Source: an optimization exercise on an open RTL-to-GDS flow (aim: small area, a short achievable clock period and few clock cycles). Production flows keep margins and buffers that such runs may drop. Function was checked by simulation only, so behaviour that the tests miss may differ from the original.

===== flow/run.sh =====
#!/bin/bash
# synth_recipe.tcl (not shown) runs the flow's synth.tcl, then flattens the netlist and writes it again
# the make line also repeats each setting of config.mk as NAME=value (left out here)
make -C /OpenROAD-flow-scripts/flow DESIGN_CONFIG=/design/flow/config.mk WORK_HOME=/design/flow/orfs CLKGATE_MAP_FILE= SYNTH_SCRIPT=/design/flow/synth_recipe.tcl finish

===== flow/config.mk =====
export PLATFORM = sky130hd
export DESIGN_NAME = hilo_md_ctrl
export DESIGN_NICKNAME = hilo_md_ctrl
export VERILOG_FILES = /design/flow/design.v
export SDC_FILE = /design/flow/constraint.sdc
export NUM_CORES = 4
export LEC_CHECK = 0
export CAP_MARGIN = 20
export CORE_MARGIN = 2
export CORE_UTILIZATION = 40
export SLEW_MARGIN = 20

===== flow/constraint.sdc =====
create_clock -name core_clock -period 11.0 [get_ports {clk_i}]
set_input_delay 2.2000 -clock core_clock [delete_from_list [all_inputs] [get_ports {clk_i}]]
set_output_delay 2.2000 -clock core_clock [all_outputs]
set_load 0.01 [all_outputs]

===== flow/design.v =====
module hilo_md_ctrl #(
    parameter int MUL_LAT = 2,
    parameter int DATA_W  = 32
) (
    input  logic              clk_i,
    input  logic              reset_i,
    input  logic              md_valid_i,
    output logic              md_ready_o,
    input  logic [2:0]        md_op_i,
    input  logic [DATA_W-1:0] md_src0_i,
    input  logic [DATA_W-1:0] md_src1_i,
    input  logic              flush_i,
    output logic [DATA_W-1:0] hi_o,
    output logic [DATA_W-1:0] lo_o,
    output logic              md_busy_o,
    output logic              md_done_o
);
    typedef enum logic [1:0] {IDLE, MUL, DIV, FIX} state_t;
    localparam logic [2:0] OP_MULT  = 3'd1;
    localparam logic [2:0] OP_MULTU = 3'd2;
    localparam logic [2:0] OP_DIV   = 3'd3;
    localparam logic [2:0] OP_DIVU  = 3'd4;
    localparam logic [2:0] OP_MTHI  = 3'd5;
    localparam logic [2:0] OP_MTLO  = 3'd6;
    state_t                state_q, state_d;
    logic [5:0]            cnt_q, cnt_d;
    logic [DATA_W-1:0]     hi_q, hi_d, lo_q, lo_d;
    logic [2*DATA_W-1:0]   prod_q, prod_d;
    logic [DATA_W-1:0]     rem_q, rem_d, quo_q, quo_d, dvs_q, dvs_d;
    logic                  qneg_q, qneg_d, rneg_q, rneg_d;
    logic                  done_q, done_d;
    logic                  accept;
    logic                  is_signed;
    logic                  s0_neg, s1_neg;
    logic [2*DATA_W-1:0]   a_ext, b_ext;
    logic [DATA_W:0]       rem_shift;
    logic                  ge;
    assign accept    = md_valid_i && (state_q == IDLE) && !flush_i;
    assign is_signed = (md_op_i == OP_MULT) || (md_op_i == OP_DIV);
    assign s0_neg    = is_signed && md_src0_i[DATA_W-1];
    assign s1_neg    = is_signed && md_src1_i[DATA_W-1];
    assign a_ext     = {{DATA_W{s0_neg}}, md_src0_i};
    assign b_ext     = {{DATA_W{s1_neg}}, md_src1_i};
    assign rem_shift = {rem_q, quo_q[DATA_W-1]};
    assign ge        = rem_shift >= {1'b0, dvs_q};
    always_comb begin
        state_d = state_q;
        cnt_d   = cnt_q;
        hi_d    = hi_q;
        lo_d    = lo_q;
        prod_d  = prod_q;
        rem_d   = rem_q;
        quo_d   = quo_q;
        dvs_d   = dvs_q;
        qneg_d  = qneg_q;
        rneg_d  = rneg_q;
        done_d  = 1'b0;
        if (flush_i) begin
            state_d = IDLE;
        end else begin
            unique case (state_q)
                IDLE: begin
                    if (md_valid_i) begin
                        case (md_op_i)
                            OP_MTHI: hi_d = md_src0_i;
                            OP_MTLO: lo_d = md_src0_i;
                            OP_MULT, OP_MULTU: begin
                                prod_d  = a_ext * b_ext;
                                cnt_d   = 6'(MUL_LAT - 1);
                                state_d = MUL;
                            end
                            OP_DIV, OP_DIVU: begin
                                if (md_src1_i == '0) begin
                                    hi_d   = md_src0_i;
                                    lo_d   = '1;
                                    done_d = 1'b1;
                                end else begin
                                    rem_d   = '0;
                                    quo_d   = s0_neg ? -md_src0_i : md_src0_i;
                                    dvs_d   = s1_neg ? -md_src1_i : md_src1_i;
                                    qneg_d  = s0_neg ^ s1_neg;
                                    rneg_d  = s0_neg;
                                    cnt_d   = 6'(DATA_W - 1);
                                    state_d = DIV;
                                end
                            end
                            default: ;
                        endcase
                    end
                end
                MUL: begin
                    if (cnt_q == '0) begin
                        {hi_d, lo_d} = prod_q;
                        done_d       = 1'b1;
                        state_d      = IDLE;
                    end else begin
                        cnt_d = cnt_q - 6'd1;
                    end
                end
                DIV: begin
                    rem_d = ge ? DATA_W'(rem_shift - {1'b0, dvs_q}) : rem_shift[DATA_W-1:0];
                    quo_d = {quo_q[DATA_W-2:0], ge};
                    if (cnt_q == '0) begin
                        state_d = FIX;
                    end else begin
                        cnt_d = cnt_q - 6'd1;
                    end
                end
                FIX: begin
                    lo_d    = qneg_q ? -quo_q : quo_q;
                    hi_d    = rneg_q ? -rem_q : rem_q;
                    done_d  = 1'b1;
                    state_d = IDLE;
                end
                default: state_d = IDLE;
            endcase
        end
    end
    always_ff @(posedge clk_i) begin
        if (reset_i) begin
            state_q <= IDLE;
            cnt_q   <= '0;
            hi_q    <= '0;
            lo_q    <= '0;
            prod_q  <= '0;
            rem_q   <= '0;
            quo_q   <= '0;
            dvs_q   <= '0;
            qneg_q  <= 1'b0;
            rneg_q  <= 1'b0;
            done_q  <= 1'b0;
        end else begin
            state_q <= state_d;
            cnt_q   <= cnt_d;
            hi_q    <= hi_d;
            lo_q    <= lo_d;
            prod_q  <= prod_d;
            rem_q   <= rem_d;
            quo_q   <= quo_d;
            dvs_q   <= dvs_d;
            qneg_q  <= qneg_d;
            rneg_q  <= rneg_d;
            done_q  <= done_d;
        end
    end
    assign md_ready_o = (state_q == IDLE);
    assign md_busy_o  = (state_q != IDLE);
    assign md_done_o  = done_q;
    logic unused_accept;
    assign unused_accept = accept;
    assign hi_o = hi_q;
    assign lo_o = lo_q;
endmodule

==> flow_summary.yaml <==
worst_setup_path:
  r2r-start: "quo_q[2]"
  setup.reg_to_reg.worst_slack_ns: 7.12
  crit_start: "md_op_i[0]"
  reg2reg_depth: 9
  crit_path_max_fanout: 11
  worst-endpoint-required_ns: 11.40
  setup.worst_path.end_class: "flop"
  cp.arrival_ns: 10.75
  critical_path.slowest_cell: "sky130_fd_sc_hd__fa_1"
  setup.worst_path.class: "input pin to flop"
  timing.critical_path.mode_cell: "sky130_fd_sc_hd__fa_1"
  regToRegEndpoint: "lo_q[31]"
  critical_path.max_stage_delay_ns: 0.59
  kind_of_start_point_of_the_critical_path: "input pin"
layout:
  num-fill-cells: 12800
  fin_util_pct: 43.5
  fin_area_mm2: 0.0564
  drive_gt1_share_pct: 4.68
  design.final.nets: 7502
  layout.cells.most_common: "sky130_fd_sc_hd__inv_1"
  area_growth_syn_to_layout_pct: 7.88
  final_cell_mix: "sky130_fd_sc_hd__inv_1, sky130_fd_sc_hd__fa_1, sky130_fd_sc_hd__nand2_1, sky130_fd_sc_hd__and2_1, sky130_fd_sc_hd__ha_1"
floorplan:
  die_width_um: 366
  fp.coreArea_mm2: 0.130
  number_of_rows_in_the_core_area: 132
  i_o_pins: 138
  die-area_mm2: 0.134
  die_height_um: 366
  floorplan.initialDensity_pct: 40.3
sta:
  worst_hold_margin_ns: 0.458
  max_clock_freq_mhz: 96.6
  finalHoldViolations: 0
  final_total_negative_setup_slack_ns: 0
  finalSetupViolCount: 0
  rsz_0062_raised_after_global_routing: "false"
  finClkSkew_ns: 0.0267
  fin_ws_ns: 0.644
  final_period_minus_worst_setup_slack_ns: 10.36
  fin_crit_sh_pct: 94.1
  finalMaxSlewViolations: 0
  timing.slew.headroom_pct: 20.1
  tightestPinTransition_ns: 1.20
global_route:
  grt_max_degree: 71
  antenna_found_initial: 19
  first_global_vias: 44000
  globalRouteTotalUtil_pct: 26.2
  grt_pass1_wl_um: 267000
  grt_remaining_overflow: 0
route:
  drt-vias-per-instance: 5.38
  vias: 42000
  drt-wirelength-per-cell_um: 21.9
  drtIter0Drc: 3792
  number_of_detailed_routing_iterations_run_before_antenna_repair: 8
  antenna_violation_net_count_after_detailed_routing: 0
  wl_um: 171000
  drcViolationCount: 0
yosys:
  postSynth.topFlopCell: "sky130_fd_sc_hd__dfxtp_1"
  post_synth_instance_area_mm2: 0.0523
  syn_nets: 7587
  synth_async_sr_flop_share_pct: 0
  yosysUniqueCellTypes: 76
  synth-edff-count: 0
  synthesis.instances: 6135
  synth-seq-area-share_pct: 9.00
  post_synth.cell_area_avg_um2: 8.52
  synth.yosys.warnings: 1
  yosys_register_bits: 235
place:
  placer_s_final_routability_congestion_estimate: 0.927
  hpwl_um: 135000
  post_dp_cell_area_mm2: 0.0556
  place_ws_ns: 0.139
  buffer_ports.inserted: 137
clock_tree:
  cts-htree-levels: 1
  ctsHoldBuffers: 0
  clk_pin_slew_ns: 0.07
  clock-sinks: 235
  cts-buffers-inserted: 25
  postCtsSetupBuffers: 0
  clock-root-buffer: "sky130_fd_sc_hd__clkbuf_16"
  worstSkewPairLatency_ns: 0.56
  cts.path.max_buffers: 3
  cts_repair_resized_insts: 0
  clock_tree_from_tritoncts: "built"
worst_hold_path:
  hold_path_startpoint: "prod_q[0]"
  hold_depth: 2
  min_to: "prod_q[0]"
  hold_class: "flop to flop"
run_status:
  run_status: "timing/DRC/antenna clean"
flow_run:
  drv_cap: 0
worst max-delay path: cells and delay by family:
family / cells / cell delay [ns]
buffers and inverters: 10 / 1.57
adder cells (fa/ha/maj): 9 / 4.61
multiplexers: 1 / 0.24
AO/OA/AOI/OAI: 4 / 0.50
AND/OR/NAND/NOR: 6 / 1.60
cells in the mapped netlist (10+ instances only):
master                        n  area [um^2]
sky130_fd_sc_hd__a211oi_1    82          616
sky130_fd_sc_hd__a21o_1      48          360
sky130_fd_sc_hd__a21oi_1    231         1160
sky130_fd_sc_hd__a221oi_1    64          561
sky130_fd_sc_hd__a31oi_1     26          163
sky130_fd_sc_hd__and2_1     349         2180
sky130_fd_sc_hd__and3_1      42          263
sky130_fd_sc_hd__buf_1       47          176
sky130_fd_sc_hd__buf_2       13         65.1
sky130_fd_sc_hd__clkbuf_1   343         1290
sky130_fd_sc_hd__dfxtp_1    235         4700
sky130_fd_sc_hd__fa_1      1126        22500
sky130_fd_sc_hd__ha_1       255         3190
sky130_fd_sc_hd__inv_1     1226         4600
sky130_fd_sc_hd__nand2_1   1017         3820
sky130_fd_sc_hd__nand2b_1    22          138
sky130_fd_sc_hd__nand3_1     53          265
sky130_fd_sc_hd__nand4_1     28          175
sky130_fd_sc_hd__nor2_1     225          845
sky130_fd_sc_hd__nor3_1      52          260
sky130_fd_sc_hd__nor4_1      10         62.6
sky130_fd_sc_hd__o211ai_1    13         97.6
sky130_fd_sc_hd__o21a_1      12         90.1
sky130_fd_sc_hd__o21ai_0    179          896
sky130_fd_sc_hd__o31ai_1     34          255
sky130_fd_sc_hd__o41ai_1     12          105
sky130_fd_sc_hd__or3_1       16          100
sky130_fd_sc_hd__or4_1       19          143
sky130_fd_sc_hd__xnor2_1    149         1310
sky130_fd_sc_hd__xor2_1      50          438
worst max-delay path by stage:
| stage | end | slack, ns | depth (start not counted) |
|---|---|---|---|
| final | prod_q[60] | 0.64 | 30 |
| after global routing | prod_q[60] | 0.23 | 30 |
| after CTS | prod_q[61] | 0.70 | 30 |
| after detailed placement | prod_q[61] | 0.14 | 30 |
| after global placement | prod_q[60] | 0.27 | 29 |
| after floorplan | prod_q[60] | 0.52 | 30 |
state kept, by name (all words and copies together), names as in the netlist:
signal,count
rneg_q,1
hi_q,32
lo_q,32
state_q,2
quo_q,32
done_q,1
dvs_q,32
qneg_q,1
rem_q,32
cnt_q,6
prod_q,64
routing by layer:
metal  track usage, %  wire, um  vias to the layer above
met3             3.61     14000                      256
met2             42.1     78000                     1657
met5                0        96                        -
met4             7.21      5070                       14
met1             37.0     74300                    21500
li1                 -         -                    18500
layout make-up:
class | instances | area (um^2) | share of cell area [%]
Multi-Input combinational cell | 4268 | 41500 | 73.5
Sequential cell | 235 | 4710 | 8.34
Inverter | 1226 | 4600 | 8.16
Timing Repair Buffer | 294 | 2590 | 4.60
Tap cell | 1742 | 2180 | 3.86
Clock buffer | 32 | 702 | 1.24
Clock inverter | 13 | 144 | 0.255
Antenna cell | 4 | 10.0 | 0.0177
stage by stage:
stage                     instances
after global routing           7813
after CTS                      7810
after floorplan                6135
final                          7814
after detailed placement       7765
after global placement         7765
cell families after synthesis:
kind of cell	after synthesis	share of synthesized area, %
AND/OR/NAND/NOR	1882	16.6
buffers and inverters	1632	11.8
adder cells (fa/ha/maj)	1381	49.2
AO/OA/AOI/OAI	797	9.88
flip-flops	235	9.00
XOR/XNOR	199	3.33
multiplexers	9	0.172
Testbench counts, summed over its fixed seeds: cycles 37,753.

## afterwards: timing with drivers on the ports
No port has a modelled driver above. Below, the same layout with a new extraction and two added sets of constraints. Step 1: set_driving_cell puts a clkbuf_16 on clk_i and a buf_2 on each other input, an assumption about the parent block. Step 2 also shifts input and output timing later by t, the mid clock arrival at the registers, as if the neighbouring blocks saw the same clock. a / b / c = ideal / step 1 / step 2; a / b = the first two.
shift t [ns]: 0.616
slack for setup (ns): 0.644 / 0.688 / 0.072
worst setup path after step 2: input to register
clock arrival spread, ns: 0.027 / 0.028
worst register clock-pin slew, ns: 0.07 / 0.07
After both steps setup and hold are still met in this run. For this run, drivers alone change the setup slack by +0.044 ns; drivers and shift together by -0.572 ns.
